Context: an optimization exercise on an open-source flow, tuned for small area, a short achievable clock period and few clock cycles per item. The choices shown serve that exercise and are no tape-out recipe. RTL that was checked went through simulation tests only; none was proved equivalent to the original. Function not checked in run 8: the RTL went through the layout flow alone. Power and IR drop assume default switching activity.

<file path="flow/config.mk">
export PLATFORM = sky130hd
export DESIGN_NAME = modular_exponentiation_unit
export DESIGN_NICKNAME = modular_exponentiation_unit
export VERILOG_FILES = /design/flow/design.v
export SDC_FILE = /design/flow/constraint.sdc
export NUM_CORES = 4
export LEC_CHECK = 0
export CAP_MARGIN = 20
export CORE_MARGIN = 2
export CORE_UTILIZATION = 40
export GPL_ROUTABILITY_DRIVEN = 0
export SETUP_SLACK_MARGIN = 4.75
export SLEW_MARGIN = 20
</file>
<file path="flow/constraint.sdc">
create_clock -name core_clock -period 9.0 [get_ports {i_clk}]
set_input_delay 1.8000 -clock core_clock [delete_from_list [all_inputs] [get_ports {i_clk}]]
set_output_delay 1.8000 -clock core_clock [all_outputs]
set_load 0.01 [all_outputs]
</file>
<file path="flow/design.v">
`default_nettype none
package modexp_pkg;
    localparam int CFG_DATA_W = 32;
    localparam int CFG_IDX_W  = 2;
    localparam logic [CFG_IDX_W-1:0] CFG_EXPONENT = 2'd0;
    localparam logic [CFG_IDX_W-1:0] CFG_MODULUS  = 2'd1;
    localparam logic [CFG_DATA_W-1:0] EXPONENT_RESET = 32'd17;
    localparam logic [CFG_DATA_W-1:0] MODULUS_RESET  = 32'd3233;
endpackage
`default_nettype wire
`default_nettype none
module modexp_ctrl
#(
    parameter int VALUE_WIDTH = 32
) (
    input  wire logic       i_clk,
    input  wire logic       i_rst_n,
    input  wire logic       i_start,
    input  wire logic       i_exp_lt2,
    input  wire logic       i_mod_lt2,
    input  wire logic       i_exp_bit,     
    input  wire logic       i_mod_msb,     
    output logic [4:0]      o_j,           
    output logic [4:0]      o_cnt,         
    output logic            o_idle,        
    output logic            o_init,        
    output logic            o_run,         
    output logic            o_mul,         
    output logic            o_last,        
    output logic            o_next_mul,    
    output logic            o_fast_red,    
    input  wire logic       i_sq_first,    
    input  wire logic [1:0] i_acc_lz,      
    output logic            o_busy,
    output logic            o_done
);
    typedef enum logic [1:0] {
        S_IDLE,
        S_INIT,
        S_SCAN,
        S_RUN
    } t_state;
    t_state     r_state, n_state;
    logic [4:0] r_j, n_j;
    logic [4:0] r_cnt, n_cnt;
    logic       r_mul, n_mul;
    logic       r_busy, n_busy;
    logic       r_done, n_done;
    assign o_last = (r_state == S_RUN) && (r_cnt == 5'd31);
    always_comb begin
        n_state = r_state;
        n_j     = r_j;
        n_cnt   = r_cnt;
        n_mul   = r_mul;
        n_busy  = r_busy;
        n_done  = 1'b0;
        case (r_state)
            S_IDLE: begin
                if (i_start) begin
                    n_state = S_INIT;
                    n_busy  = 1'b1;
                end
            end
            S_INIT: begin
                n_j   = 5'd31;
                n_cnt = 5'd0;
                if (i_exp_lt2) begin
                    n_state = S_RUN;
                    n_mul   = 1'b1;
                    n_cnt   = 5'd31;
                    n_j     = 5'd0;
                end else if (i_mod_lt2) begin
                    n_state = S_IDLE;
                    n_busy  = 1'b0;
                    n_done  = 1'b1;
                end else begin
                    n_state = S_SCAN;
                end
            end
            S_SCAN: begin
                if (i_exp_bit) begin
                    n_state = S_RUN;
                    n_mul   = 1'b1;
                    n_cnt   = i_mod_msb ? 5'd31 : 5'd0;
                end else begin
                    n_j = r_j - 5'd1;
                end
            end
            S_RUN: begin
                n_cnt = i_sq_first ? {3'd0, i_acc_lz} + 5'd1 : r_cnt + 5'd1;
                if (r_cnt == 5'd31) begin
                    if (!r_mul && i_exp_bit) begin
                        n_mul = 1'b1;
                    end else if (r_j == 5'd0) begin
                        n_state = S_IDLE;
                        n_busy  = 1'b0;
                        n_done  = 1'b1;
                    end else begin
                        n_j   = r_j - 5'd1;
                        n_mul = 1'b0;
                    end
                end
            end
            default: begin
                n_state = S_IDLE;
                n_busy  = 1'b0;
            end
        endcase
    end
    always_ff @(posedge i_clk) begin
        if (!i_rst_n) begin
            r_state <= S_IDLE;
            r_busy  <= 1'b0;
            r_done  <= 1'b0;
        end else begin
            r_state <= n_state;
            r_busy  <= n_busy;
            r_done  <= n_done;
        end
        r_j   <= n_j;
        r_cnt <= n_cnt;
        r_mul <= n_mul;
    end
    assign o_j        = r_j;
    assign o_cnt      = r_cnt;
    assign o_idle     = (r_state == S_IDLE);
    assign o_init     = (r_state == S_INIT);
    assign o_run      = (r_state == S_RUN);
    assign o_mul      = r_mul;
    assign o_next_mul = (n_state == S_RUN) && n_mul;
    assign o_fast_red = ((r_state == S_SCAN) && i_exp_bit && i_mod_msb) ||
                        ((r_state == S_INIT) && i_exp_lt2);
    assign o_busy     = r_busy;
    assign o_done     = r_done;
endmodule
`default_nettype wire
`default_nettype none
module modexp_dp
#(
    parameter int VALUE_WIDTH = 32,
    parameter int ADD_ARCH    = 1
) (
    input  wire logic [VALUE_WIDTH-1:0] i_p,       
    input  wire logic [VALUE_WIDTH-1:0] i_b,
    input  wire logic                   i_a_bit,
    input  wire logic [VALUE_WIDTH-1:0] i_m,
    input  wire logic                   i_keep,    
    output logic      [VALUE_WIDTH-1:0] o_p_next
);
    localparam int W = VALUE_WIDTH;
    localparam int X = W + 3;    
    logic [X-1:0] x, y, nm1, nm2;
    logic [X-1:0] s1, c1, s2, c2;
    logic [X-1:0] t0, t1, t2;
    assign x   = {2'b00, i_p, 1'b0};
    assign y   = i_a_bit ? {3'b000, i_b} : '0;
    assign nm1 = ~{3'b000, i_m};
    assign nm2 = ~{2'b00, i_m, 1'b0};
    assign s1 = x ^ y ^ nm1;
    assign c1 = (x & y) | (x & nm1) | (y & nm1);
    assign s2 = x ^ y ^ nm2;
    assign c2 = (x & y) | (x & nm2) | (y & nm2);
    modexp_add #(.N(X), .ARCH(ADD_ARCH)) u_add0 (.i_a(x),  .i_b(y),                   .i_ci(1'b0), .o_sum(t0));
    modexp_add #(.N(X), .ARCH(ADD_ARCH)) u_add1 (.i_a(s1), .i_b({c1[X-2:0], 1'b0}), .i_ci(1'b1), .o_sum(t1));
    modexp_add #(.N(X), .ARCH(ADD_ARCH)) u_add2 (.i_a(s2), .i_b({c2[X-2:0], 1'b0}), .i_ci(1'b1), .o_sum(t2));
    always_comb begin
        if (!t2[X-1] && !i_keep)      o_p_next = t2[W-1:0];
        else if (!t1[X-1] && !i_keep) o_p_next = t1[W-1:0];
        else               o_p_next = t0[W-1:0];
    end
endmodule
module modexp_add
#(
    parameter int N    = 35,
    parameter int ARCH = 0
) (
    input  wire logic [N-1:0] i_a,
    input  wire logic [N-1:0] i_b,
    input  wire logic         i_ci,
    output logic      [N-1:0] o_sum
);
    localparam int L = $clog2(N);
    logic [N-1:0] g0, p0;
    logic [N-1:0] g [0:2*L];
    logic [N-1:0] p [0:2*L];
    logic [N:0]   c;
    assign g0 = i_a & i_b;
    assign p0 = i_a ^ i_b;
    always_comb begin
        for (int l = 0; l <= 2*L; l++) begin
            g[l] = '0;
            p[l] = '0;
        end
        g[0] = g0;
        p[0] = p0;
        g[0][0] = g0[0] | (p0[0] & i_ci);
        if (ARCH == 1) begin
            for (int l = 0; l < L; l++) begin
                g[l+1] = g[l];
                p[l+1] = p[l];
                for (int k = 0; k < N; k++) begin
                    if (((k >> l) & 1) == 1) begin
                        g[l+1][k] = g[l][k] | (p[l][k] & g[l][((k >> l) << l) - 1]);
                        p[l+1][k] = p[l][k] & p[l][((k >> l) << l) - 1];
                    end
                end
            end
            for (int l = L; l < 2*L; l++) begin
                g[l+1] = g[l];
                p[l+1] = p[l];
            end
        end else begin
            for (int l = 0; l < L; l++) begin
                g[l+1] = g[l];
                p[l+1] = p[l];
                for (int k = 0; k < N; k++) begin
                    if ((k % (1 << (l+1))) == (1 << (l+1)) - 1) begin
                        g[l+1][k] = g[l][k] | (p[l][k] & g[l][k - (1 << l)]);
                        p[l+1][k] = p[l][k] & p[l][k - (1 << l)];
                    end
                end
            end
            for (int l = L - 1; l >= 0; l--) begin
                g[2*L-l] = g[2*L-l-1];
                p[2*L-l] = p[2*L-l-1];
                for (int k = 0; k < N; k++) begin
                    if (k >= (1 << (l+1)) && (k % (1 << (l+1))) == (1 << l) - 1) begin
                        g[2*L-l][k] = g[2*L-l-1][k] | (p[2*L-l-1][k] & g[2*L-l-1][k - (1 << l)]);
                        p[2*L-l][k] = p[2*L-l-1][k] & p[2*L-l-1][k - (1 << l)];
                    end
                end
            end
        end
    end
    assign c     = {g[2*L], i_ci};
    assign o_sum = p0 ^ c[N-1:0];
endmodule
`default_nettype wire
`default_nettype none
module modular_exponentiation_unit
#(
    parameter int VALUE_WIDTH = 32
) (
    input  wire logic                   i_clk,
    input  wire logic                   i_rst_n,
    input  wire logic                   i_start,
    input  wire logic [VALUE_WIDTH-1:0] i_base_value,
    input  wire logic                   i_is_last,
    output logic                        o_busy,
    output logic                        o_done,
    output logic [VALUE_WIDTH-1:0]      o_power_value,
    output logic                        o_last_out,
    input  wire logic                   i_cfg_we,
    input  wire logic [modexp_pkg::CFG_IDX_W-1:0]  i_cfg_index,
    input  wire logic [modexp_pkg::CFG_DATA_W-1:0] i_cfg_data
);
    localparam int W = VALUE_WIDTH;
    logic [W-1:0] r_exponent, r_modulus, exponent;
    logic         r_exp_rst;    
    always_ff @(posedge i_clk) begin
        if (!i_rst_n) begin
            r_modulus  <= modexp_pkg::MODULUS_RESET[W-1:0];
        end else if (i_cfg_we && i_cfg_index == modexp_pkg::CFG_MODULUS) begin
            r_modulus  <= i_cfg_data[W-1:0];
        end
        if (!i_rst_n) begin
            r_exp_rst  <= 1'b1;
        end else if (i_cfg_we && i_cfg_index == modexp_pkg::CFG_EXPONENT) begin
            r_exp_rst  <= 1'b0;
        end
        if (i_rst_n && i_cfg_we && i_cfg_index == modexp_pkg::CFG_EXPONENT) begin
            r_exponent <= i_cfg_data[W-1:0];
        end
    end
    assign exponent = r_exp_rst ? modexp_pkg::EXPONENT_RESET[W-1:0] : r_exponent;
    logic       exp_lt2, mod_lt2, exp_bit;
    logic [4:0] j, cnt;
    logic       idle, init, run, mul, last, next_mul, fast_red;
    assign exp_lt2 = (exponent[W-1:1] == '0);
    assign mod_lt2 = (r_modulus[W-1:1] == '0);
    assign exp_bit = exponent[j];
    modexp_ctrl #(
        .VALUE_WIDTH(VALUE_WIDTH)
    ) u_ctrl (
        .i_clk      (i_clk),
        .i_rst_n    (i_rst_n),
        .i_start    (i_start),
        .i_exp_lt2  (exp_lt2),
        .i_mod_lt2  (mod_lt2),
        .i_exp_bit  (exp_bit),
        .i_mod_msb  (r_modulus[W-1]),
        .o_j        (j),
        .o_cnt      (cnt),
        .o_idle     (idle),
        .o_init     (init),
        .o_run      (run),
        .o_mul      (mul),
        .o_last     (last),
        .o_next_mul (next_mul),
        .o_fast_red (fast_red),
        .i_sq_first (sq_first),
        .i_acc_lz   (acc_lz),
        .o_busy     (o_busy),
        .o_done     (o_done)
    );
    logic [W-1:0] r_base, r_acc, r_p;
    logic         r_a_bit, r_tag, r_first, r_keep;
    logic [W-1:0] base_d, p_next, b_op;
    logic         r_first_step, a_other;
    logic         sq_first;
    logic [1:0]   acc_lz;
    assign sq_first = run && r_first_step && !mul;
    assign acc_lz   = r_acc[W-1] ? 2'd0 : r_acc[W-2] ? 2'd1 : r_acc[W-3] ? 2'd2 : 2'd3;
    logic         acc_bit;
    assign b_op = r_first ? {{(W-1){1'b0}}, 1'b1} : r_acc;
    modexp_dp #(
        .VALUE_WIDTH(VALUE_WIDTH)
    ) u_dp (
        .i_p      (r_p),
        .i_b      (b_op),
        .i_a_bit  (r_a_bit),
        .i_m      (r_modulus),
        .i_keep   (r_keep),
        .o_p_next (p_next)
    );
    always_comb begin
        if (idle)            base_d = i_base_value;
        else if (run && mul && !(r_first && r_modulus[W-1]))
                             base_d = {r_base[W-2:0], r_base[W-1]};
        else                 base_d = r_base;
    end
    assign acc_bit = r_acc[5'd30 - cnt];
    always_comb begin
        if (fast_red)      a_other = r_base[0];
        else if (next_mul) a_other = base_d[W-1];
        else if (sq_first) a_other = r_acc[5'd30 - {3'd0, acc_lz}];
        else if (run)      a_other = acc_bit;
        else               a_other = 1'b0;
    end
    always_ff @(posedge i_clk) begin
        r_base <= base_d;
        if (idle) begin
            r_tag <= i_is_last;
        end
        if (init) begin
            r_keep <= exp_lt2;
        end
        if (init) begin
            r_first <= 1'b1;
        end else if (last) begin
            r_first <= 1'b0;
        end
        if (init || last) begin
            r_acc <= p_next;
        end
        if (fast_red)  r_p <= {1'b0, r_base[W-1:1]};
        else           r_p <= (run && !last) ? p_next : '0;
        r_first_step <= !(run && !last);
        r_a_bit <= (last && !next_mul) ? |p_next[W-1:W-4] : a_other;
    end
    assign o_power_value = r_acc;
    assign o_last_out    = r_tag;
endmodule
`default_nettype wire
</file>
<file path="flow/flow/run.sh">
#!/bin/bash
# the standard layout, with the port buffers made from the smallest buffer cell
set -euo pipefail
export BUFFER_PORTS_ARGS="-buffer_cell sky130_fd_sc_hd__buf_1"
bash standard.sh > standard.log 2>&1
</file>
<file path="flow/standard.sh">
#!/bin/bash
# synth_recipe.tcl (not shown) runs the flow's synth.tcl, then flattens the netlist and writes it again
# the make line also repeats each setting of config.mk as NAME=value (left out here)
make -C /OpenROAD-flow-scripts/flow DESIGN_CONFIG=/design/flow/config.mk WORK_HOME=/design/flow/orfs CLKGATE_MAP_FILE= SYNTH_SCRIPT=/design/flow/synth_recipe.tcl "${@:-finish}"
</file>
==> flow_summary.yaml, run 1 <==
sta:
  fin_crit_sh_pct: 46.4
  fin_skew_ps: 13.7
  setup_tns_ps: 0
  fmax_ghz: 0.239
  slew_violations: 0
  worst_pin_slew_ps: 890
  setup_viol: 0
  maxSlewHeadroom_pct: 40.6
  period_minus_slack_ps: 4180
  final_hold_viol_count: 0
  setup_ws_ps: 4820
  whs_ps: 492
  rsz0062_at_grt: "true"
grt:
  antenna_found_initial: 0
  grt-ovfl-total: 0
  grt_max_degree: 72
  busiest_layer: "met2"
  grt_pass1_wl_um: 63900
  grt_pass1_vias: 11400
  track_usage_pct: 23.2
  grtUsageMet2_pct: 36.0
  use_met1_pct: 32.5
  met3_usage_pct: 3.81
cts:
  clkTransAtPathRegs_ps: 80
  cts_tree: "yes"
  hold_buffers: 0
  cts_buffers: 17
  cts-root-buf: "clkbuf_16"
  cts_sinks: 181
  cts_buffer_depth: 2
  worst_skew_pair.late_latency_ps: 470
  htreeDepth: 4
power:
  power.total_mw: 2.28
  leakagePower_nw: 6.63
  peakVddDrop_uv: 138
  power_density_nw_per_um2: 142
critical_path:
  worstReg2RegEnd: "r_a_bit"
  required_ps: 9390
  regToRegSetupSlack_ps: 4820
  worstSetupPathType: "reg -> reg"
  startpoint: "r_a_bit"
  arrival_ps: 4570
  crit_fanout: 6
  rr_startpoint: "r_a_bit"
  rr_worst_depth: 19
  crit_path_end_kind: "flop"
  setup.worst_path.start_class: "flop"
floorplan:
  fp-row-count: 68
  initial_utilization_pct: 40.4
  die_area_sq_um: 36400
  die_h_um: 191
  die-width_um: 191
  ios: 106
  core_sq_um: 34500
logic_synthesis:
  async_flop_share_pct: 0
  avgSynthCellArea_sq_um: 9.49
  synth.distinct_cells: 80
  synth_edf_count: 107
  syn_area_sq_um: 13900
  synthCells: 1468
  synth-seq-cells: 181
  ys.flop_type: "edfxtp_1"
  yosys_warnings: 6
  synth-seq-area-share_pct: 33.7
  synth_nets: 1717
drt:
  postRouteAntennaNets: 0
  dr.pass1.iters: 6
  drc: 0
  vias: 11400
  post_drt_via_cell_ratio: 5.55
  routed_wl_um: 41400
  wl_per_cell_um: 20.2
  drtIter0Drc: 926
finish:
  final_cells: 2050
  regArea_sq_um: 4700
  finish.utilization_pct: 46.6
  drive_gt1_share_pct: 11.4
  area.growth.synth_to_final_pct: 15.1
  design_area_sq_um: 16000
  diodes: 0
  fin_nets: 1831
  multi_input_area_sq_um: 8780
  final.fill_count: 3318
min_path:
  min_path_type: "reg -> reg"
  worstHoldEndpoint: "r_modulus[30]"
  min_from: "r_modulus[30]"
  min_path_cells: 2
placement:
  placed_area_sq_um: 14800
  place_inst: 1988
  pre_cts_ws_ps: 3400
  hpwl_um: 31400
  io_buffers: 105
status:
  status: "finished clean"
job:
  drv_cap: 0
[routing by layer]
metal	share of wire (%)	up-vias
met5	0	-
met4	3.1	0
met3	7.2	69
met2	45	430
met1	45	5500
li1	-	5383
[power breakdown]
group / internal (mW) / switching [mW]
Combinational: 0.147 / 0.250
Clock: 0.403 / 0.388
Sequential: 0.996 / 0.0971
[placed cells by master, fill, tap and decap left out, types with 27 or more instances in the layout]
cell      instances
a21boi_0         28
a21oi_1          80
buf_1           105
buf_4            30
dfxtp_1          73
edfxtp_1        107
fa_1             74
ha_1             92
inv_1           164
nand2_1         197
nor2_1           67
o211ai_1         27
o21ai_0          59
xnor2_1          43
xor2_1           27
[cells in the mapped netlist, drive strengths merged, types with 3 or more instances]
cell	n	area share, %
a211oi	4	0.22
a21boi	29	1.6
a21o	24	1.3
a21oi	89	3.3
a221oi	5	0.45
a22o	26	1.6
a31o	5	0.31
a31oi	12	0.58
and2	32	1.4
and3	11	0.49
and4	3	0.19
buf	24	1.0
clkbuf	28	0.76
dfxtp	74	11
edfxtp	107	23
fa	76	11
ha	102	9.2
inv	168	4.5
mux2	7	0.57
mux2i	23	1.7
mux4	15	2.4
nand2	200	5.4
nand2b	7	0.31
nand3	23	0.83
nand4	10	0.49
nor2	70	1.9
nor2b	10	0.45
nor3	18	0.65
nor3b	3	0.16
nor4	20	0.94
o2111ai	4	0.25
o211ai	27	1.5
o21a	10	0.54
o21ai	78	2.8
o21bai	4	0.22
o22ai	4	0.18
o31ai	6	0.36
or2	4	0.18
or3	4	0.18
xnor2	43	2.7
xor2	27	1.7
[repair_timing]
action,in CTS,in global routing
gates resized for setup,29,71
pin swaps,6,13
gates cloned,3,1
endpoints found under the setup margin,65,63
setup buffers,16,9
[final cells by class]
class,instances,area share (%)
clock inverter,14,1.11
inverter,168,3.93
multi-input combinational,1069,54.7
timing repair buffer,145,4.74
clock buffer,18,2.67
sequential,181,29.3
tap,455,3.55
[worst max-delay path, cell delays in order, from the launching register on]
cell and delay, ps:
dfxtp_1 340, nor2b_4 220, buf_6 160, buf_6 130
and2_4 170, inv_1 50, fa_1 480, inv_1 60
ha_4 290, inv_2 60, nor4_4 320, o211ai_1 180
and3_4 230, o21a_4 250, o21a_4 250, buf_4 170
mux2i_1 120, mux2i_1 230, o21ba_2 210, a31oi_1 170
[logic make-up (layout without fill, tap and decap cells)]
group / after synthesis / in the layout / synth area share [%]
simple gates: 426 / 426 / 14.3
flops: 181 / 181 / 33.7
buf+inv: 220 / 345 / 6.31
mux: 45 / 45 / 4.64
compound gates: 348 / 350 / 16.6
xor+xnor: 70 / 70 / 4.40
fa+ha+maj: 178 / 178 / 20.1
[sequential cells by signal (all words and copies together) (netlist names)]
name,cells
u_ctrl.r_cnt,5
r_base,32
r_p,32
r_first_step,1
r_a_bit,1
u_ctrl.r_busy,1
u_ctrl.r_done,1
r_exponent,32
r_modulus,32
r_tag,1
r_acc,32
r_exp_rst,1
u_ctrl.r_state,2
r_keep,1
r_first,1
u_ctrl.r_mul,1
u_ctrl.r_j,5
[worst max-delay path by stage]
| stage | slack [ps] | end |
|---|---|---|
| after CTS | 4700 | r_p[8] |
| final | 4820 | r_a_bit |
| after global placement | 3580 | r_p[8] |
| after floorplan | 5070 | r_acc[18] |
| after detailed placement | 3400 | r_p[8] |
| after global routing | 4720 | r_a_bit |
Testbench counts, summed over its fixed seeds: cycles 365,233, items 256.
==> run 2, diff against run 1 <==
--- a/flow/config.mk
+++ b/flow/config.mk
@@ -9,5 +9,5 @@
 export CORE_MARGIN = 2
 export CORE_UTILIZATION = 40
-export GPL_ROUTABILITY_DRIVEN = 0
+export PLACE_DENSITY = 0.5
 export SETUP_SLACK_MARGIN = 4.75
 export SLEW_MARGIN = 20
==> flow_summary.yaml, run 2 <==
floorplan:
  die_h_um: 191
  initial_utilization_pct: 40.4
  die_area_sq_um: 36400
  core_sq_um: 34500
  die-width_um: 191
  fp-row-count: 68
  ios: 106
sta:
  worst_pin_slew_ps: 991
  final_hold_viol_count: 0
  fmax_ghz: 0.237
  setup_viol: 0
  fin_skew_ps: 16.8
  setup_ws_ps: 4790
  period_minus_slack_ps: 4210
  setup_tns_ps: 0
  fin_crit_sh_pct: 46.8
  slew_violations: 0
  rsz0062_at_grt: "true"
  maxSlewHeadroom_pct: 33.0
finish:
  layout_common_cells: "nand2_1 (199), inv_1 (165), edfxtp_1 (107)"
  diodes: 0
  area.growth.synth_to_final_pct: 16.6
  multi_input_area_sq_um: 8860
  final_cells: 2060
  final_common_cell: "nand2_1"
  fin_nets: 1841
  regArea_sq_um: 4700
  drive_gt1_share_pct: 12.0
  final.fill_count: 3325
drt:
  wl_per_cell_um: 21.0
  drc: 0
  vias: 11200
  drtIter0Drc: 885
  postRouteAntennaNets: 0
  post_drt_via_cell_ratio: 5.44
  routed_wl_um: 43200
  dr.pass1.iters: 5
placement:
  gp_congestion: 0.874
  hpwl_um: 32000
  place_inst: 1988
  pre_cts_ws_ps: 3670
  io_buffers: 105
critical_path:
  setup.worst_path.start_class: "flop"
  worstSetupPathType: "reg -> reg"
  rr_startpoint: "r_first"
  required_ps: 9390
  crit_path_end_kind: "flop"
  arrival_ps: 4600
  crit_fanout: 6
  startpoint: "r_first"
power:
  power_density_nw_per_um2: 135
  leakagePower_nw: 6.71
  peakVddDrop_uv: 151
grt:
  grt_max_degree: 74
  grt_pass1_wl_um: 64700
  track_usage_pct: 23.9
  busiest_layer: "met2"
  antenna_found_initial: 0
  grt_pass1_vias: 11000
  grtUsageMet2_pct: 36.4
  grt-ovfl-total: 0
  use_met1_pct: 33.9
  met3_usage_pct: 4.36
cts:
  cts_buffers: 17
  htreeDepth: 4
  cts-root-buf: "clkbuf_16"
  cts_sinks: 181
  clkTransAtPathRegs_ps: 70
  cts_tree: "yes"
  worst_skew_pair.late_latency_ps: 460
  cts_buffer_depth: 2
logic_synthesis:
  avgSynthCellArea_sq_um: 9.49
  yosys-top-cells-area: "edfxtp_1 (23%), fa_1 (11%), dfxtp_1 (11%)"
  yosys_warnings: 6
  ys.flop_type: "edfxtp_1"
  synth-seq-cells: 181
  synth-seq-area-share_pct: 33.7
  synth_nets: 1717
  syn_area_sq_um: 13900
  synth_top_area_cell: "edfxtp_1"
  synthCells: 1468
  synth_edf_count: 107
  synth_common_cells: "nand2_1 (200), inv_1 (167), edfxtp_1 (107), ha_1 (102), a21oi_1 (86)"
  async_flop_share_pct: 0
  yosysTopAreaCellShare_pct: 23.1
  synth.distinct_cells: 80
  synth.most_common_cell: "nand2_1"
job:
  drv_cap: 0
status:
  status: "finished clean"
min_path:
  min_from: "r_modulus[2]"
  min_path_type: "reg -> reg"
run 2: per-stage QoR:
step                      area, sq um  power [mW]  utilization (%)  hold slack [ps]
final                           16200        2.20             47.2              495
after floorplan                 14000        1.32                -              449
after detailed placement        14800        1.50             42.9              480
after global routing            16200        2.30             47.2              507
after CTS                       15600        2.21             45.4              498
after global placement          14800        1.50             42.9              470
run 2: kinds of logic (layout without fill, tap and decap cells):
group | count (synthesis) | in the layout | share of synthesized area [%]
adders and majority gates | 178 | 178 | 20.1
buffers and inverters | 220 | 356 | 6.31
DFF | 181 | 181 | 33.7
muxes | 45 | 45 | 4.64
AOI/OAI and AO/OA | 348 | 348 | 16.6
xor gates and xnor gates | 70 | 70 | 4.40
and+or+nand+nor | 426 | 427 | 14.3
run 2: path summary, 6_finish.rpt:
kind / endpoint / depth (start not counted) / slack (ps)
setup / recovery: r_p[26] / 20 / 4790
setup reg to reg: r_p[26] / 20 / 4790
hold / removal: r_modulus[2] / 2 / 490
hold reg to reg: r_modulus[2] / 2 / 490
run 2: final cells by class:
type / instances / share of cell area, %
timing repair buffer: 156 / 5.91
sequential: 181 / 28.9
multi-input combinational: 1068 / 54.5
inverter: 168 / 3.88
tap: 455 / 3.50
clock buffer: 21 / 2.77
clock inverter: 11 / 0.485
run 2: per-layer routing:
layer	wire [um]	part of all wire (%)	up-vias
li1	-	-	5395
met1	20500	47	5414
met2	19000	44	332
met3	2400	5.6	63
met4	1280	3.0	0
met5	0	0	-
run 2: report_power, final:
| part | switching, mW | total (mW) | internal (mW) |
|---|---|---|---|
| combinational | 0.246 | 0.394 | 0.148 |
| clock | 0.348 | 0.710 | 0.362 |
| sequential | 0.101 | 1.10 | 0.996 |
run 2: critical path, cell delays in order (launching register included):
cell	delay, ps
dfxtp_4	380
nor2b_4	160
buf_6	120
buf_12	110
and2_4	170
inv_2	40
fa_1	510
inv_2	50
ha_4	270
nand4_4	120
nor4_4	340
o211ai_1	130
buf_4	170
and3_4	160
o21a_4	220
o21a_4	250
buf_12	150
buf_16	140
o311a_4	360
a21oi_4	120
a22o_1	150
run 2: what timing repair did:
action,CTS,global route
hold buffers,0,0
resized for setup,33,82
pin swaps,6,24
setup buffers,11,21
setup endpoints to repair,65,64
gates cloned,3,4
==> run 3, diff against run 2 <==
--- a/flow/config.mk
+++ b/flow/config.mk
@@ -8,6 +8,5 @@
 export CAP_MARGIN = 20
 export CORE_MARGIN = 2
-export CORE_UTILIZATION = 40
-export PLACE_DENSITY = 0.5
+export CORE_UTILIZATION = 30
 export SETUP_SLACK_MARGIN = 4.75
 export SLEW_MARGIN = 20
==> flow_summary.yaml, run 3 <==
status:
  status: "finished clean"
finish:
  layout_common_cells: "nand2_1 (197), inv_1 (163), edfxtp_1 (107)"
  area.growth.synth_to_final_pct: 18.7
  drive_gt1_share_pct: 13.1
  final_common_cell: "nand2_1"
  final.fill_count: 4566
  diodes: 0
  design_area_sq_um: 16500
  fin_nets: 1844
job:
  drv_cap: 0
cts:
  cts_buffer_depth: 2
  cts-root-buf: "clkbuf_16"
  clkTransAtPathRegs_ps: 80
  cts_sinks: 181
  cts_tree: "yes"
  worst_skew_pair.late_latency_ps: 470
  cts_buffers: 17
  htreeDepth: 4
sta:
  setup_tns_ps: 0
  fin_crit_sh_pct: 46.9
  setup_ws_ps: 4780
  rsz0062_at_grt: "true"
  fmax_ghz: 0.237
  period_minus_slack_ps: 4220
  fin_skew_ps: 12.6
  worst_pin_slew_ps: 944
  setup_viol: 0
  slew_violations: 0
  maxSlewHeadroom_pct: 36.2
  final_hold_viol_count: 0
placement:
  io_buffers: 105
  placed_area_sq_um: 15000
  hpwl_um: 33300
  gp_congestion: 0.937
  pre_cts_ws_ps: 4070
logic_synthesis:
  synthCells: 1468
  yosys_warnings: 6
  ys.flop_type: "edfxtp_1"
  synth_edf_count: 107
  synth-seq-area-share_pct: 33.7
  yosysTopAreaCellShare_pct: 23.1
  avgSynthCellArea_sq_um: 9.49
  synth.distinct_cells: 80
  synth_common_cells: "nand2_1 (200), inv_1 (167), edfxtp_1 (107), ha_1 (102), a21oi_1 (86)"
  synth_nets: 1717
  syn_area_sq_um: 13900
  synth_top_area_cell: "edfxtp_1"
  async_flop_share_pct: 0
  yosys-top-cells-area: "edfxtp_1 (23%), fa_1 (11%), dfxtp_1 (11%)"
  synth.most_common_cell: "nand2_1"
  synth-seq-cells: 181
critical_path:
  slowest_delay_ps: 460
  cp_top_family: "simple AND/OR/NAND/NOR gates"
  arrival_ps: 4580
  worstSetupPathType: "reg -> reg"
  cp_slowest_cell: "fa_1"
  crit_fanout: 6
  crit_path_end_kind: "flop"
  setup.worst_path.start_class: "flop"
  required_ps: 9350
  crit_buf_inv: 4
  cp_cell_sequence: "nor2b_4, buf_12, buf_8, and2_4, fa_1, ha_4, nand4_4, nor4_4, buf_4, a21oi_4, and3_4, buf_6, o21ai_4, a41oi_2, xnor2_2, a221oi_2, nor2_1, a22o_1"
grt:
  antenna_found_initial: 0
  grt-ovfl-total: 0
  grt_pass1_wl_um: 66600
  track_usage_pct: 18.3
  grt_pass1_vias: 11500
  grt_max_degree: 69
floorplan:
  ios: 106
  initial_utilization_pct: 30.6
  core_sq_um: 45600
  fp-row-count: 78
  die_area_sq_um: 48200
  die-width_um: 220
  die_h_um: 220
drt:
  routed_wl_um: 44200
  dr.pass1.iters: 5
  vias: 11500
  drc: 0
  wl_per_cell_um: 20.0
  drtIter0Drc: 1065
  postRouteAntennaNets: 0
  post_drt_via_cell_ratio: 5.21
min_path:
  min_path_type: "reg -> reg"
power:
  power_density_nw_per_um2: 137
  power.total_mw: 2.27
  peakVddDrop_uv: 158
  leakagePower_nw: 6.76
-- run 3: per-layer routing --
| metal | wire, um | GRT usage (%) | up-vias |
|---|---|---|---|
| li1 | - | - | 5404 |
| met1 | 20300 | 25.8 | 5629 |
| met2 | 19500 | 28.6 | 411 |
| met3 | 3300 | 3.17 | 63 |
| met4 | 1090 | 5.59 | 0 |
| met5 | 0 | 0 | - |
-- run 3: where the power goes --
part	total [mW]	internal, mW	switching [mW]	leakage (nW)
sequential	1.09	0.996	0.0983	1.63
combinational	0.408	0.150	0.257	4.86
clock	0.768	0.416	0.351	0.275
total	2.27	1.56	0.707	6.76
-- run 3: what timing repair did --
| action | CTS | global route |
|---|---|---|
| gates cloned | 2 | 2 |
| endpoints found under the setup margin | 65 | 65 |
| resized for setup | 52 | 82 |
| pin swaps | 6 | 38 |
| buffers inserted | 12 | 24 |
| hold buffers | 0 | 0 |
-- run 3: worst min-delay path, stage by stage (launching register included) --
cell and delay (ps):
dfxtp_1 330, nand2_1 50, a21boi_0 60
-- run 3: cells by family (layout without fill, tap and decap cells) --
family / Yosys count / in the layout / share of synthesized area, %
AOI/OAI and AO/OA: 348 / 348 / 16.6
xor gates and xnor gates: 70 / 70 / 4.40
adders and majority gates: 178 / 178 / 20.1
buffers and inverters: 220 / 359 / 6.31
DFF: 181 / 181 / 33.7
muxes: 45 / 45 / 4.64
and+or+nand+nor: 426 / 426 / 14.3
-- run 3: layout make-up --
class                   count  area (sq um)  share of cell area, %
multi-input cells        1067          8920                   53.9
flip-flops and latches    181          4700                   28.4
inverters                 168           631                   3.81
clock inverters            11           124                  0.749
well taps                 600           751                   4.54
clock buffers              20           447                   2.70
repair buffers            160           976                   5.90
-- run 3: worst paths after layout --
kind,startpoint,end,slack [ps],cells past startpoint
worst min-delay path,r_modulus[18],r_modulus[18],490,2
worst min register to register,r_modulus[18],r_modulus[18],490,2
worst max register to register,r_first,r_p[30],4780,18
worst max-delay path,r_first,r_p[30],4780,18
-- run 3: metrics by stage --
stage / hold slack [ps] / instances / utilization, %
2_1_floorplan: 449 / 1468 / -
3_3_place_gp: 477 / 2135 / 32.8
3_5_place_dp: 483 / 2135 / 32.8
4_1_cts: 491 / 2180 / 35.0
5_1_grt: 522 / 2207 / 36.3
6_report: 493 / 2207 / 36.3
==> run 4, diff against run 3 <==
--- a/flow/config.mk
+++ b/flow/config.mk
@@ -8,5 +8,6 @@
 export CAP_MARGIN = 20
 export CORE_MARGIN = 2
-export CORE_UTILIZATION = 30
+export CORE_UTILIZATION = 40
 export SETUP_SLACK_MARGIN = 4.75
 export SLEW_MARGIN = 20
+export TNS_END_PERCENT = 20
==> flow_summary.yaml, run 4 <==
drt:
  postRouteAntennaNets: 0
  routed_wl_um: 40800
  drc: 0
  dr.pass1.iters: 5
  post_drt_via_cell_ratio: 5.44
  drtIter0Drc: 761
  vias: 11100
  wl_per_cell_um: 20.0
critical_path:
  rr_worst_depth: 18
  worstSetupPathType: "reg -> reg"
  setup.worst_path.start_class: "flop"
  cp_cell_sequence: "nor2b_4, buf_12, and2_4, inv_1, fa_1, inv_1, fa_1, a21oi_2, nor2_2, o211ai_1, and3_4, o21a_1, o21a_4, buf_12, mux2i_1, mux2i_1, o21ba_2, a31oi_2"
  worstReg2RegEnd: "r_a_bit"
  crit_fanout: 24
  slowest_delay_ps: 470
  startpoint: "r_a_bit"
  rr_startpoint: "r_a_bit"
  cp_slowest_cell: "fa_1"
  arrival_ps: 4500
  regToRegSetupSlack_ps: 4850
  crit_buf_inv: 4
  crit_path_end_kind: "flop"
  required_ps: 9350
  cp_num_cells: 18
  cp_top_family: "compound AO/OA/AOI/OAI gates"
floorplan:
  die-width_um: 191
  core_sq_um: 34500
  die_area_sq_um: 36400
  fp-row-count: 68
  die_h_um: 191
  ios: 106
  initial_utilization_pct: 40.4
power:
  peakVddDrop_uv: 140
  leakagePower_nw: 6.58
  power_density_nw_per_um2: 142
grt:
  grt_max_degree: 70
  track_usage_pct: 22.8
  grt-ovfl-total: 0
  antenna_found_initial: 0
  grt_pass1_wl_um: 62100
  grt_pass1_vias: 10800
sta:
  period_minus_slack_ps: 4150
  worst_pin_slew_ps: 908
  rsz0062_at_grt: "true"
  setup_tns_ps: 0
  setup_viol: 0
  fin_crit_sh_pct: 46.1
  maxSlewHeadroom_pct: 38.6
  slew_violations: 0
  fin_skew_ps: 17.7
  fmax_ghz: 0.241
  final_hold_viol_count: 0
placement:
  hpwl_um: 31400
  gp_congestion: 0.921
  io_buffers: 105
cts:
  htreeDepth: 4
  cts_buffers: 17
  cts_tree: "yes"
  cts_buffer_depth: 2
  clkTransAtPathRegs_ps: 80
  cts-root-buf: "clkbuf_16"
  hold_buffers: 0
  worst_skew_pair.late_latency_ps: 470
  cts_sinks: 181
min_path:
  min_path_type: "reg -> reg"
  min_path_cells: 2
  worstHoldEndpoint: "r_first"
  min_from: "r_first"
logic_synthesis:
  synth_common_cells: "nand2_1 (200), inv_1 (167), edfxtp_1 (107), ha_1 (102), a21oi_1 (86)"
  synth-seq-cells: 181
  async_flop_share_pct: 0
  syn_area_sq_um: 13900
  ys.flop_type: "edfxtp_1"
  synth_top_area_cell: "edfxtp_1"
  synth-seq-area-share_pct: 33.7
  synthCells: 1468
  yosys_warnings: 6
  synth.distinct_cells: 80
  synth_nets: 1717
  yosys-top-cells-area: "edfxtp_1 (23%), fa_1 (11%), dfxtp_1 (11%)"
  synth_edf_count: 107
  avgSynthCellArea_sq_um: 9.49
  yosysTopAreaCellShare_pct: 23.1
  synth.most_common_cell: "nand2_1"
finish:
  area.growth.synth_to_final_pct: 13.3
  fin_nets: 1825
  drive_gt1_share_pct: 9.57
  layout_common_cells: "nand2_1 (199), inv_1 (166), edfxtp_1 (107)"
  diodes: 0
  finish.utilization_pct: 45.8
  final_common_cell: "nand2_1"
job:
  drv_cap: 0
status:
  status: "finished clean"
-- run 4: layout make-up --
cell class | count | area, sq um
inverter | 168 | 631
tap | 455 | 569
timing repair buffer | 140 | 697
clock buffer | 18 | 429
fill | 3338 | 18700
clock inverter | 14 | 143
sequential | 181 | 4700
multi-input combinational | 1068 | 8620
-- run 4: worst reg2reg max path, delay by kind of cell, from the launching register on --
family | cells | cell delay [ps]
mux | 2 | 330
flops | 1 | 330
fa+ha+maj | 2 | 920
buf+inv | 4 | 490
compound gates | 6 | 1220
simple gates | 4 | 740
-- run 4: report_power, final --
part           internal, mW  leakage [nW]  total [mW]  switching [mW]
Combinational         0.146          4.67       0.397           0.251
Sequential            0.996          1.63        1.09          0.0968
Clock                 0.388         0.275       0.751           0.362
Total                  1.53          6.58        2.24           0.710
-- run 4: what timing repair did --
action | CTS | global route
setup buffers | 13 | 9
gates cloned | 1 | 0
resized for setup | 18 | 46
setup endpoints to repair | 65 | 65
pin swaps | 5 | 7
-- run 4: routing by layer --
metal	wire length [um]	part of all wire, %	track usage, %
met4	1330	3.3	8.97
met5	0	0	0
met3	2410	5.9	3.31
met2	17700	43	34.3
met1	19400	47	32.8
-- run 4: worst max path at each step --
stage                            to  slack [ps]
after floorplan           r_acc[18]        5070
after global placement      r_a_bit        3470
after detailed placement    r_a_bit        3480
after CTS                   r_p[29]        4720
after global routing         r_p[8]        4700
final                       r_a_bit        4850
-- run 4: kinds of logic after synthesis --
| family | Yosys count | share of synthesized area, % |
|---|---|---|
| buffers and inverters | 220 | 6.31 |
| AOI/OAI and AO/OA | 348 | 16.6 |
| DFF | 181 | 33.7 |
| xor gates and xnor gates | 70 | 4.40 |
| and+or+nand+nor | 426 | 14.3 |
| muxes | 45 | 4.64 |
| adders and majority gates | 178 | 20.1 |
-- run 4: stage by stage --
step / setup slack (ps) / power (mW) / std cells / instance area (sq um) / hold WS, ps
2_1_floorplan: 5070 / 1.32 / 1468 / 14000 / 449
3_3_place_gp: 3470 / 1.50 / 1988 / 14800 / 476
3_5_place_dp: 3480 / 1.50 / 1988 / 14800 / 484
4_1_cts: 4720 / 2.25 / 2034 / 15500 / 494
5_1_grt: 4700 / 2.34 / 2044 / 15800 / 511
6_report: 4850 / 2.24 / 2044 / 15800 / 493
==> run 5, diff against run 4 <==
--- a/flow/config.mk
+++ b/flow/config.mk
@@ -11,3 +11,2 @@
 export SETUP_SLACK_MARGIN = 4.75
 export SLEW_MARGIN = 20
-export TNS_END_PERCENT = 20
==> flow_summary.yaml, run 5 <==
sta:
  slew_violations: 0
  period_minus_slack_ps: 4140
  final_hold_viol_count: 0
  rsz0062_at_grt: "true"
  fmax_ghz: 0.242
  setup_tns_ps: 0
  setup_viol: 0
  worst_pin_slew_ps: 858
  maxSlewHeadroom_pct: 42.6
  fin_skew_ps: 20.2
  fin_crit_sh_pct: 46.0
status:
  status: "finished clean"
logic_synthesis:
  yosysTopAreaCellShare_pct: 23.1
  yosys-top-cells-area: "edfxtp_1 (23%), fa_1 (11%), dfxtp_1 (11%)"
  async_flop_share_pct: 0
  synthCells: 1468
  yosys_warnings: 6
  synth.most_common_cell: "nand2_1"
  synth_common_cells: "nand2_1 (200), inv_1 (167), edfxtp_1 (107), ha_1 (102), a21oi_1 (86)"
  synth_edf_count: 107
  syn_area_sq_um: 13900
  synth.distinct_cells: 80
  synth_top_area_cell: "edfxtp_1"
  synth_nets: 1717
  ys.flop_type: "edfxtp_1"
  avgSynthCellArea_sq_um: 9.49
  synth-seq-area-share_pct: 33.7
  synth-seq-cells: 181
cts:
  cts_buffer_depth: 2
  cts_sinks: 181
  clkTransAtPathRegs_ps: 80
  worst_skew_pair.late_latency_ps: 470
  cts-root-buf: "clkbuf_16"
  cts_tree: "yes"
  htreeDepth: 4
  hold_buffers: 0
  cts_buffers: 17
floorplan:
  die_h_um: 191
  core_sq_um: 34500
  initial_utilization_pct: 40.4
  die_area_sq_um: 36400
  fp-row-count: 68
  ios: 106
  die-width_um: 191
drt:
  drc: 0
  drtIter0Drc: 736
  wl_per_cell_um: 19.9
  dr.pass1.iters: 5
  postRouteAntennaNets: 0
  routed_wl_um: 40700
  post_drt_via_cell_ratio: 5.44
  vias: 11100
critical_path:
  slowest_delay_ps: 470
  crit_path_end_kind: "flop"
  required_ps: 9350
  crit_fanout: 24
  worstSetupPathType: "reg -> reg"
  regToRegSetupSlack_ps: 4860
  arrival_ps: 4490
  crit_buf_inv: 4
  setup.worst_path.start_class: "flop"
  cp_slowest_cell: "fa_1"
  cp_top_family: "compound AO/OA/AOI/OAI gates"
  cp_cell_sequence: "nor2b_4, buf_12, and2_4, inv_1, fa_1, inv_1, fa_1, a21oi_2, nor2_2, o211ai_1, and3_4, o21a_1, o21a_4, buf_12, mux2i_1, mux2i_1, o21ba_2, a31oi_2"
finish:
  layout_common_cells: "nand2_1 (199), inv_1 (166), edfxtp_1 (107)"
  diodes: 0
  drive_gt1_share_pct: 9.87
  finish.utilization_pct: 45.9
  area.growth.synth_to_final_pct: 13.4
  final_common_cell: "nand2_1"
  fin_nets: 1826
power:
  swShare_pct: 31.6
  power_density_nw_per_um2: 142
  power_switching_mw: 0.708
  clkPwrFrac_pct: 33.6
  leakagePower_nw: 6.58
  peakVddDrop_uv: 140
  power_frac_comb_pct: 17.7
  internal-power_mw: 1.53
  power_frac_seq_pct: 48.8
grt:
  grt_pass1_wl_um: 62100
  antenna_found_initial: 0
  grt_pass1_vias: 10800
  grt-ovfl-total: 0
  grt_max_degree: 70
  track_usage_pct: 22.8
placement:
  hpwl_um: 31400
  gp_congestion: 0.921
  io_buffers: 105
job:
  drv_cap: 0
min_path:
  min_path_type: "reg -> reg"
-- run 5: cell counts after synthesis --
Identical to the previous run, type by type.
-- run 5: cell families (layout without fill, tap and decap cells) --
| family | Yosys count | count (layout) | share of synthesized area, % |
|---|---|---|---|
| compound gates | 348 | 349 | 16.6 |
| mux | 45 | 45 | 4.64 |
| flops | 181 | 181 | 33.7 |
| fa+ha+maj | 178 | 178 | 20.1 |
| simple gates | 426 | 426 | 14.3 |
| xor+xnor | 70 | 70 | 4.40 |
| buf+inv | 220 | 341 | 6.31 |
-- run 5: cell type report --
type / instances / area [sq um]
fill: 3343 / 18700
multi-input combinational: 1068 / 8630
sequential: 181 / 4700
timing repair buffer: 141 / 704
inverter: 168 / 631
tap: 455 / 569
clock buffer: 18 / 429
clock inverter: 14 / 143
-- run 5: through the flow --
| stage | power (mW) | std cells | setup WS [ps] | hold slack, ps | cell area (sq um) |
|---|---|---|---|---|---|
| after floorplan | 1.32 | 1468 | 5070 | 449 | 14000 |
| after global placement | 1.50 | 1988 | 3470 | 476 | 14800 |
| after detailed placement | 1.50 | 1988 | 3480 | 484 | 14800 |
| after CTS | 2.25 | 2034 | 4760 | 494 | 15500 |
| after global routing | 2.34 | 2045 | 4700 | 511 | 15800 |
| final | 2.24 | 2045 | 4860 | 494 | 15800 |
-- run 5: worst min-delay path, delay by kind of cell (launching register included) --
family           cells  cell delay, ps
flip-flops           1             350
AND/OR/NAND/NOR      2             110
-- run 5: metal layers --
layer  vias up  global-route usage, %  share of wire, %  routed length (um)
met5         -                      0                 0                   0
met1      5347                   32.8                47               19200
met3        69                   3.31               6.0                2460
met2       346                   34.3                44               17800
met4         0                   8.97               3.3                1330
li1       5366                      -                 -                   -
-- run 5: path summary, 6_finish.rpt --
check                           depth (start not counted)       to  startpoint
worst min register to register                          2  r_first     r_first
worst max register to register                         18  r_a_bit     r_a_bit
worst min-delay path                                    2  r_first     r_first
worst max-delay path                                   18  r_a_bit     r_a_bit
-- run 5: timing repair --
action	4_1_cts	5_1_grt
endpoints found under the setup margin	65	65
gates resized for setup	19	48
pin swaps	5	7
setup buffers	13	10
gates cloned	1	0
-- run 5: power groups by stage --
stage	clock network [mW]	logic [mW]	registers, mW
finish	0.751	0.395	1.09
global route	0.797	0.438	1.10
CTS	0.767	0.395	1.09
detailed placement	0	0.390	1.11
global placement	0	0.387	1.11
floorplan	0	0.256	1.07
==> run 6, diff against run 5 <==
--- a/flow/config.mk
+++ b/flow/config.mk
@@ -9,4 +9,5 @@
 export CORE_MARGIN = 2
 export CORE_UTILIZATION = 40
+export PLACE_DENSITY_LB_ADDON = 0.2
 export SETUP_SLACK_MARGIN = 4.75
 export SLEW_MARGIN = 20
==> flow_summary.yaml, run 6 <==
status:
  status: "finished clean"
floorplan:
  fp-row-count: 68
  die-width_um: 191
  ios: 106
  initial_utilization_pct: 40.4
  core_sq_um: 34500
  die_h_um: 191
  die_area_sq_um: 36400
logic_synthesis:
  ys.flop_type: "edfxtp_1"
  syn_area_sq_um: 13900
  avgSynthCellArea_sq_um: 9.49
  synth.distinct_cells: 80
  yosys-top-cells-area: "edfxtp_1 (23%), fa_1 (11%), dfxtp_1 (11%)"
  synth_top_area_cell: "edfxtp_1"
  synth-seq-area-share_pct: 33.7
  synth_common_cells: "nand2_1 (200), inv_1 (167), edfxtp_1 (107), ha_1 (102), a21oi_1 (86)"
  synth_fa_ha_area_share_pct: 20.1
  synth.area.mux_share_pct: 4.64
  yosys_warnings: 6
  synth-xor-area-share_pct: 4.40
  async_flop_share_pct: 0
  synth_simple_gate_area_share_pct: 14.3
  synth-seq-cells: 181
  synth_top_family_by_area: "adder cells"
  synth_compound_area_share_pct: 16.6
  yosysTopAreaCellShare_pct: 23.1
  synth_edf_count: 107
  synth_nets: 1717
  synth.most_common_cell: "nand2_1"
  synthCells: 1468
grt:
  grt_max_degree: 68
  met3_usage_pct: 4.05
  grt-ovfl-total: 0
  use_met1_pct: 33.1
  grt_pass1_wl_um: 63700
  busiest_layer: "met2"
  grt_pass1_vias: 11200
  grtUsageMet2_pct: 36.8
  track_usage_pct: 23.3
  antenna_found_initial: 0
power:
  power_switching_mw: 0.731
  internal-power_mw: 1.56
  power_frac_seq_pct: 47.5
  peakVddDrop_uv: 146
  leakagePower_nw: 6.77
  power_frac_comb_pct: 17.7
  clkPwrFrac_pct: 34.7
  swShare_pct: 32.0
  power_density_nw_per_um2: 140
sta:
  fin_crit_sh_pct: 46.8
  slew_violations: 0
  worst_pin_slew_ps: 920
  fmax_ghz: 0.238
  final_hold_viol_count: 0
  fin_skew_ps: 15.7
  setup_ws_ps: 4790
  rsz0062_at_grt: "true"
  maxSlewHeadroom_pct: 38.7
  setup_tns_ps: 0
  period_minus_slack_ps: 4210
  setup_viol: 0
drt:
  post_drt_via_cell_ratio: 5.48
  dr.pass1.iters: 5
  wl_per_cell_um: 20.7
  routed_wl_um: 42600
  drc: 0
  drtIter0Drc: 815
  vias: 11300
  postRouteAntennaNets: 0
min_path:
  min_path_cells: 1
  min_path_type: "reg -> reg"
  min_from: "r_base[9]"
  worstHoldEndpoint: "r_p[8]"
finish:
  diodes: 0
  drive_gt1_share_pct: 13.3
  area.growth.synth_to_final_pct: 17.7
  layout_common_cells: "nand2_1 (197), inv_1 (162), edfxtp_1 (107)"
  fin_nets: 1841
  final_common_cell: "nand2_1"
cts:
  cts-root-buf: "clkbuf_16"
  cts_buffer_depth: 2
  cts_tree: "yes"
  worst_skew_pair.late_latency_ps: 460
  htreeDepth: 4
  cts_buffers: 17
  cts_sinks: 181
  hold_buffers: 0
  clkTransAtPathRegs_ps: 70
critical_path:
  regToRegSetupSlack_ps: 4790
  worstSetupPathType: "reg -> reg"
  setup.worst_path.start_class: "flop"
  required_ps: 9380
  worstReg2RegEnd: "r_a_bit"
  arrival_ps: 4590
  crit_path_end_kind: "flop"
  crit_fanout: 7
  rr_startpoint: "r_first"
  rr_worst_depth: 19
placement:
  io_buffers: 105
  pre_cts_ws_ps: 3880
  gp_congestion: 0.901
  hpwl_um: 31400
job:
  drv_cap: 0
## run 6: worst max path at each step
stage | startpoint | to | slack (ps) | cells past startpoint
floorplan | r_a_bit | r_acc[18] | 5070 | 17
global placement | r_first | r_a_bit | 3780 | 17
detailed placement | r_first | r_p[8] | 3880 | 17
CTS | r_first | r_a_bit | 4750 | 18
global route | r_first | r_a_bit | 4640 | 19
finish | r_first | r_a_bit | 4790 | 19
## run 6: metrics by stage
stage	power [mW]	util [%]	cell area, sq um	std cells	hold WS [ps]
floorplan	1.32	-	14000	1468	449
global placement	1.49	42.9	14800	1988	471
detailed placement	1.50	42.9	14800	1988	484
CTS	2.29	45.4	15600	2033	499
global route	2.38	47.6	16400	2060	525
finish	2.29	47.6	16400	2060	499
## run 6: cell families after synthesis
kind of cell / Yosys count
AND/OR/NAND/NOR: 426
AO/OA/AOI/OAI: 348
buffers and inverters: 220
flip-flops: 181
adder cells (fa/ha/maj): 178
XOR/XNOR: 70
multiplexers: 45
## run 6: area by class of cell
type / count / area (sq um)
repair buffers: 156 / 941
fillers: 3310 / 18100
clock inverters: 13 / 155
well taps: 455 / 569
flip-flops and latches: 181 / 4700
multi-input cells: 1068 / 8960
clock buffers: 19 / 453
inverters: 168 / 631
## run 6: power by group through the flow
stage | clock network [mW] | logic, mW | registers [mW]
4_1_cts | 0.808 | 0.397 | 1.09
3_3_place_gp | 0 | 0.387 | 1.10
6_report | 0.795 | 0.406 | 1.09
5_1_grt | 0.834 | 0.447 | 1.10
3_5_place_dp | 0 | 0.391 | 1.11
2_1_floorplan | 0 | 0.256 | 1.07
## run 6: worst max-delay path, stage by stage, from the launching register on
cell,delay (ps)
dfxtp_4,370
nor2b_4,290
clkbuf_16,230
and2_4,160
inv_2,50
fa_1,570
inv_2,60
ha_4,260
and3_4,180
and2_1,140
o211ai_1,90
buf_4,170
and3_4,180
o21a_4,230
o21a_4,270
buf_12,160
mux2i_1,110
mux2i_1,240
o21ba_2,200
a31oi_1,140
## run 6: per-layer routing
metal,wire length [um],up-vias
met5,0,-
met4,891,0
met3,2120,52
met2,19400,321
met1,20200,5525
li1,-,5400
## run 6: what timing repair did
item	in CTS	in global routing
pin swaps	6	24
cloned	2	4
hold endpoints to repair	0	0
resized for setup	31	108
buffers inserted	11	22
endpoints found under the setup margin	65	64
==> run 7, diff against run 6 <==
--- a/flow/config.mk
+++ b/flow/config.mk
@@ -7,7 +7,8 @@
 export LEC_CHECK = 0
 export CAP_MARGIN = 20
+export CELL_PAD_IN_SITES_DETAIL_PLACEMENT = 0
+export CELL_PAD_IN_SITES_GLOBAL_PLACEMENT = 0
 export CORE_MARGIN = 2
 export CORE_UTILIZATION = 40
-export PLACE_DENSITY_LB_ADDON = 0.2
 export SETUP_SLACK_MARGIN = 4.75
 export SLEW_MARGIN = 20
==> flow_summary.yaml, run 7 <==
status:
  status: "finished clean"
grt:
  grt_pass1_vias: 10800
  use_met1_pct: 32.8
  grt-ovfl-total: 0
  grt_pass1_wl_um: 62100
  grt_max_degree: 70
  met3_usage_pct: 3.31
  track_usage_pct: 22.8
  busiest_layer: "met2"
  antenna_found_initial: 0
  grtUsageMet2_pct: 34.3
placement:
  pre_cts_ws_ps: 3480
  hpwl_um: 31400
  io_buffers: 105
  place_inst: 1988
  gp_congestion: 0.921
floorplan:
  ios: 106
  core_sq_um: 34500
  fp-row-count: 68
  die_area_sq_um: 36400
  die-width_um: 191
  initial_utilization_pct: 40.4
  die_h_um: 191
sta:
  worst_pin_slew_ps: 858
  setup_tns_ps: 0
  rsz0062_at_grt: "true"
  setup_viol: 0
  setup_ws_ps: 4860
  fmax_ghz: 0.242
  final_hold_viol_count: 0
  slew_violations: 0
  fin_crit_sh_pct: 46.0
  maxSlewHeadroom_pct: 42.6
  period_minus_slack_ps: 4140
  fin_skew_ps: 20.2
cts:
  cts-root-buf: "clkbuf_16"
  worst_skew_pair.late_latency_ps: 470
  cts_buffer_depth: 2
  cts_sinks: 181
  cts_buffers: 17
  htreeDepth: 4
  clkTransAtPathRegs_ps: 80
  cts_tree: "yes"
drt:
  post_drt_via_cell_ratio: 5.44
  drc: 0
  dr.pass1.iters: 5
  vias: 11100
  wl_per_cell_um: 19.9
  routed_wl_um: 40700
  postRouteAntennaNets: 0
  drtIter0Drc: 736
finish:
  fin_nets: 1826
  area.growth.synth_to_final_pct: 13.4
  diodes: 0
  final.fill_count: 3343
  final_common_cell: "nand2_1"
  layout_common_cells: "nand2_1 (199), inv_1 (166), edfxtp_1 (107)"
  drive_gt1_share_pct: 9.87
  final_cells: 2045
power:
  power_density_nw_per_um2: 142
  swShare_pct: 31.6
  peakVddDrop_uv: 140
  power_frac_comb_pct: 17.7
  power_frac_seq_pct: 48.8
  internal-power_mw: 1.53
  power_switching_mw: 0.708
  leakagePower_nw: 6.58
  clkPwrFrac_pct: 33.6
critical_path:
  crit_fanout: 24
  worstSetupPathType: "reg -> reg"
  required_ps: 9350
  setup.worst_path.start_class: "flop"
  crit_path_end_kind: "flop"
  regToRegSetupSlack_ps: 4860
  arrival_ps: 4490
logic_synthesis:
  yosys-top-cells-area: "edfxtp_1 (23%), fa_1 (11%), dfxtp_1 (11%)"
  synth_common_cells: "nand2_1 (200), inv_1 (167), edfxtp_1 (107), ha_1 (102), a21oi_1 (86)"
  synth.distinct_cells: 80
  synth_edf_count: 107
  synthCells: 1468
  synth_nets: 1717
  yosys_warnings: 6
  yosysTopAreaCellShare_pct: 23.1
  synth.most_common_cell: "nand2_1"
  avgSynthCellArea_sq_um: 9.49
  ys.flop_type: "edfxtp_1"
  async_flop_share_pct: 0
  syn_area_sq_um: 13900
  synth-seq-area-share_pct: 33.7
  synth_top_area_cell: "edfxtp_1"
  synth-seq-cells: 181
job:
  drv_cap: 0
min_path:
  min_path_type: "reg -> reg"
==> run 7: cell counts after synthesis <==
No cell type changed its count.
==> run 7: repair_timing <==
action                                  CTS  global route
endpoints found under the hold margin     0             0
endpoints found under the setup margin   65            65
cloned                                    1             0
setup buffers                            13            10
hold buffers                              0             0
pin swaps                                 5             7
resized for setup                        19            48
==> run 7: worst max-delay path, cell delays in order, from the launching register on <==
cell      delay, ps
dfxtp_2         330
nor2b_4         210
buf_12          170
and2_4          160
inv_1            50
fa_1            470
inv_1            60
fa_1            450
a21oi_2         190
nor2_2           70
o211ai_1        300
and3_4          290
o21a_1          180
o21a_4          200
buf_12          210
mux2i_1         210
mux2i_1         120
o21ba_2         250
a31oi_2          80
==> run 7: routing by layer <==
metal  vias up  share of wire [%]
met1      5347                 47
met2       346                 44
met5         -                  0
met3        69                6.0
met4         0                3.3
li1       5366                  -
==> run 7: worst paths after layout <==
kind,end,cells after the start,from
worst min register to register,r_first,2,r_first
worst max register to register,r_a_bit,18,r_a_bit
worst max-delay path,r_a_bit,18,r_a_bit
worst min-delay path,r_first,2,r_first
==> run 7: logic make-up after synthesis <==
logic type                 share of synthesized area [%]
buffers and inverters                               6.31
AOI/OAI and AO/OA                                   16.6
DFF                                                 33.7
adders and majority gates                           20.1
muxes                                               4.64
xor gates and xnor gates                            4.40
and+or+nand+nor                                     14.3
==> run 7: power by group through the flow <==
stage / sequential (mW) / clock, mW / combinational (mW)
after detailed placement: 1.11 / 0 / 0.390
final: 1.09 / 0.751 / 0.395
after global routing: 1.10 / 0.797 / 0.438
after floorplan: 1.07 / 0 / 0.256
after global placement: 1.11 / 0 / 0.387
after CTS: 1.09 / 0.767 / 0.395
==> run 7: stage by stage <==
| stage | utilization, % | power (mW) | area, sq um | hold slack, ps |
|---|---|---|---|---|
| after floorplan | - | 1.32 | 14000 | 449 |
| after global routing | 45.9 | 2.34 | 15800 | 511 |
| after global placement | 42.9 | 1.50 | 14800 | 476 |
| after CTS | 45.1 | 2.25 | 15500 | 494 |
| after detailed placement | 42.9 | 1.50 | 14800 | 484 |
| final | 45.9 | 2.24 | 15800 | 494 |
==> run 7: final cells by class <==
| type | instances | area [sq um] | share of cell area (%) |
|---|---|---|---|
| clock buffers | 18 | 429 | 2.72 |
| clock inverters | 14 | 143 | 0.903 |
| inverters | 168 | 631 | 3.99 |
| multi-input cells | 1068 | 8630 | 54.6 |
| flip-flops and latches | 181 | 4700 | 29.7 |
| well taps | 455 | 569 | 3.60 |
| repair buffers | 141 | 704 | 4.46 |
==> run 8, diff against run 7 <==
--- a/flow/design.v
+++ b/flow/design.v
@@ -144,4 +144,5 @@
     input  wire logic [VALUE_WIDTH-1:0] i_b,
     input  wire logic                   i_a_bit,
+    input  wire logic                   i_one,     
     input  wire logic [VALUE_WIDTH-1:0] i_m,
     input  wire logic                   i_keep,    
@@ -154,5 +155,5 @@
     logic [X-1:0] t0, t1, t2;
     assign x   = {2'b00, i_p, 1'b0};
-    assign y   = i_a_bit ? {3'b000, i_b} : '0;
+    assign y   = {3'b000, i_a_bit ? i_b[W-1:1] : '0, (i_a_bit & i_b[0]) | i_one};
     assign nm1 = ~{3'b000, i_m};
     assign nm2 = ~{2'b00, i_m, 1'b0};
@@ -306,5 +307,5 @@
     logic [W-1:0] r_base, r_acc, r_p;
     logic         r_a_bit, r_tag, r_first, r_keep;
-    logic [W-1:0] base_d, p_next, b_op;
+    logic [W-1:0] base_d, p_next;
     logic         r_first_step, a_other;
     logic         sq_first;
@@ -313,11 +314,12 @@
     assign acc_lz   = r_acc[W-1] ? 2'd0 : r_acc[W-2] ? 2'd1 : r_acc[W-3] ? 2'd2 : 2'd3;
     logic         acc_bit;
-    assign b_op = r_first ? {{(W-1){1'b0}}, 1'b1} : r_acc;
+    logic r_a_one, a_bit_d, first_d;
     modexp_dp #(
         .VALUE_WIDTH(VALUE_WIDTH)
     ) u_dp (
         .i_p      (r_p),
-        .i_b      (b_op),
+        .i_b      (r_acc),
         .i_a_bit  (r_a_bit),
+        .i_one    (r_a_one),
         .i_m      (r_modulus),
         .i_keep   (r_keep),
@@ -338,4 +340,10 @@
         else               a_other = 1'b0;
     end
+    always_comb begin
+        if (init)          first_d = 1'b1;
+        else if (last)     first_d = 1'b0;
+        else               first_d = r_first;
+    end
+    assign a_bit_d = (last && !next_mul) ? |p_next[W-1:W-4] : a_other;
     always_ff @(posedge i_clk) begin
         r_base <= base_d;
@@ -346,9 +354,5 @@
             r_keep <= exp_lt2;
         end
-        if (init) begin
-            r_first <= 1'b1;
-        end else if (last) begin
-            r_first <= 1'b0;
-        end
+        r_first <= first_d;
         if (init || last) begin
             r_acc <= p_next;
@@ -357,5 +361,6 @@
         else           r_p <= (run && !last) ? p_next : '0;
         r_first_step <= !(run && !last);
-        r_a_bit <= (last && !next_mul) ? |p_next[W-1:W-4] : a_other;
+        r_a_bit <= a_bit_d && !first_d;
+        r_a_one <= a_bit_d && first_d;
     end
     assign o_power_value = r_acc;
--- a/flow/config.mk
+++ b/flow/config.mk
@@ -7,6 +7,4 @@
 export LEC_CHECK = 0
 export CAP_MARGIN = 20
-export CELL_PAD_IN_SITES_DETAIL_PLACEMENT = 0
-export CELL_PAD_IN_SITES_GLOBAL_PLACEMENT = 0
 export CORE_MARGIN = 2
 export CORE_UTILIZATION = 40
==> flow_summary.yaml, run 8 <==
logic_synthesis:
  syn_area_sq_um: 14200
  synth_edf_count: 107
  synthCells: 1501
  synth-seq-cells: 182
  synth_nets: 1747
  synth_common_cells: "nand2_1 (211), inv_1 (157), edfxtp_1 (107), ha_1 (101), a21oi_1 (93)"
  synth.distinct_cells: 87
  synth-seq-area-share_pct: 33.2
  yosys_warnings: 6
  synth.most_common_cell: "nand2_1"
  async_flop_share_pct: 0
  yosys-top-cells-area: "edfxtp_1 (23%), dfxtp_1 (11%), fa_1 (10%)"
  synth_top_area_cell: "edfxtp_1"
  yosysTopAreaCellShare_pct: 22.6
  avgSynthCellArea_sq_um: 9.45
  ys.flop_type: "edfxtp_1"
power:
  leakagePower_nw: 6.66
  peakVddDrop_uv: 145
  power_density_nw_per_um2: 157
critical_path:
  arrival_ps: 4540
  setup.worst_path.start_class: "flop"
  critPathMostFrequentCell: "nand2_1"
  required_ps: 9350
  cp_slowest_cell: "fa_1"
  regToRegSetupSlack_ps: 4810
  worstSetupPathType: "reg -> reg"
  slowest_delay_ps: 520
  crit_path_end_kind: "flop"
  crit_fanout: 8
  cp_cell_sequence: "buf_12, buf_4, nand2_1, fa_1, inv_1, ha_4, and3_4, a221o_1, nand2_1, and4b_2, a211o_1, a211o_4, buf_6, buf_16, a221oi_2, nand4_1, and3b_1"
sta:
  whs_ps: 492
  fmax_ghz: 0.239
  maxSlewHeadroom_pct: 23.6
  fin_skew_ps: 14.5
  setup_tns_ps: 0
  slew_violations: 0
  setup_viol: 0
  worst_pin_slew_ps: 1140
  period_minus_slack_ps: 4190
  rsz0062_at_grt: "true"
  final_hold_viol_count: 0
  fin_crit_sh_pct: 46.6
floorplan:
  core_sq_um: 34700
  ios: 106
  fp-row-count: 68
  initial_utilization_pct: 40.9
  die_h_um: 192
  die_area_sq_um: 37000
  die-width_um: 192
placement:
  hpwl_um: 32900
  io_buffers: 105
  gp_congestion: 0.927
cts:
  cts_buffers: 17
  hold_buffers: 0
  htreeDepth: 4
  cts_buffer_depth: 2
  worst_skew_pair.late_latency_ps: 450
  clkTransAtPathRegs_ps: 80
  cts-root-buf: "clkbuf_16"
  cts_tree: "yes"
  cts_sinks: 182
finish:
  regArea_sq_um: 4720
  final.fill_count: 3335
  multi_input_area_sq_um: 8930
  final_common_cell: "nand2_1"
  diodes: 0
  drive_gt1_share_pct: 10.1
  layout_common_cells: "nand2_1 (210), inv_1 (157), edfxtp_1 (107)"
  fin_nets: 1864
  area.growth.synth_to_final_pct: 14.6
drt:
  vias: 11800
  routed_wl_um: 44000
  postRouteAntennaNets: 0
  drtIter0Drc: 897
  dr.pass1.iters: 5
  wl_per_cell_um: 21.1
  post_drt_via_cell_ratio: 5.67
  drc: 0
status:
  status: "finished clean"
grt:
  grt_pass1_vias: 11500
  grt_pass1_wl_um: 66800
  grt-ovfl-total: 0
  antenna_found_initial: 0
  track_usage_pct: 24.1
  grt_max_degree: 73
job:
  drv_cap: 0
min_path:
  min_path_type: "reg -> reg"
## run 8: changes by cell type in the layout (fill, tap and decap cells not counted), sizes merged, moves of 9 or more
cell	before	now
inv	174	165
nand2b	7	17
a211oi	4	14
nor2	70	53
o21ai	78	88
nand2	200	211
## run 8: area by class of cell
type / instances / area share (%)
multi-input combinational: 1110 / 54.9
sequential: 182 / 29.0
timing repair buffer: 148 / 5.26
inverter: 159 / 3.67
tap: 455 / 3.50
clock buffer: 18 / 2.70
clock inverter: 14 / 0.954
## run 8: cell families (layout without fill, tap and decap cells)
| family | after synthesis | after routing | synth area share [%] |
|---|---|---|---|
| simple gates | 447 | 447 | 15.2 |
| flops | 182 | 182 | 33.2 |
| mux | 34 | 34 | 3.41 |
| fa+ha+maj | 175 | 175 | 19.3 |
| xor+xnor | 70 | 70 | 4.42 |
| compound gates | 384 | 384 | 18.5 |
| buf+inv | 209 | 339 | 5.93 |
## run 8: final timing paths
path | start | end | cells past startpoint
worst min register to register | r_modulus[6] | r_modulus[6] | 2
worst min-delay path | r_modulus[6] | r_modulus[6] | 2
worst max-delay path | r_a_bit | r_a_bit | 17
worst max register to register | r_a_bit | r_a_bit | 17
## run 8: timing repair
item                                    in CTS  in global routing
pin swaps                                    9                 25
cloned                                       2                  1
endpoints found under the setup margin      66                 56
setup buffers                               12                 16
resized for setup                           24                 46
## run 8: metal layers
| metal | vias up | share of wire [%] | track usage, % |
|---|---|---|---|
| met4 | 0 | 1.5 | 5.70 |
| met3 | 38 | 8.7 | 5.51 |
| met5 | - | 0 | 0 |
| li1 | 5559 | - | - |
| met2 | 470 | 45 | 37.3 |
| met1 | 5755 | 45 | 34.1 |
## run 8: where the power goes
part / switching [mW] / total (mW) / internal [mW]
sequential: 0.156 / 1.23 / 1.07
clock: 0.388 / 0.767 / 0.379
combinational: 0.370 / 0.566 / 0.196
## run 8: critical path: cells and delay by family, from the launching register on
kind / cells / cell delay [ps]
buffers and inverters: 5 / 660
adders and majority gates: 2 / 800
DFF: 1 / 450
and+or+nand+nor: 6 / 980
AOI/OAI and AO/OA: 4 / 1170
## run 8: through the flow
| stage | total power, mW | instances | instance area [sq um] | setup slack (ps) | utilization (%) |
|---|---|---|---|---|---|
| after floorplan | 1.53 | 1501 | 14200 | 4990 | - |
| after global placement | 1.79 | 2022 | 15000 | 3570 | 43.3 |
| after detailed placement | 1.79 | 2022 | 15000 | 3860 | 43.3 |
| after CTS | 2.55 | 2068 | 15900 | 4750 | 45.8 |
| after global routing | 2.68 | 2086 | 16300 | 4720 | 46.8 |
| final | 2.56 | 2086 | 16300 | 4810 | 46.8 |

[separate check: timing with driven ports]
The flow's constraints put no driver on any port. The routed layouts listed below were extracted and timed again, unchanged, in two steps. Step 1: set_driving_cell puts a clkbuf_16 on i_clk and a buf_2 on each other input, an assumption about the parent block. Step 2 times the ports against the registers' clock, not the clock port: input delays grow and output delays shrink by t, the midpoint of the rising clock arrivals with the driver on. Three values: ideal ports, drivers, drivers and shift; two values: the first two.
run	t, ns	setup WS [ns]
run 1	0.513	4.823 / 4.823 / 4.823
run 2	0.506	4.788 / 4.788 / 4.788
run 3	0.511	4.777 / 4.777 / 4.777
run 4	0.514	4.852 / 4.852 / 4.852
run 5	0.514	4.863 / 4.863 / 4.863
run 6	0.506	4.792 / 4.792 / 4.792
run 7	0.514	4.863 / 4.863 / 4.863
run 8	0.502	4.809 / 4.809 / 4.809
After both steps every run listed still meets setup and hold.
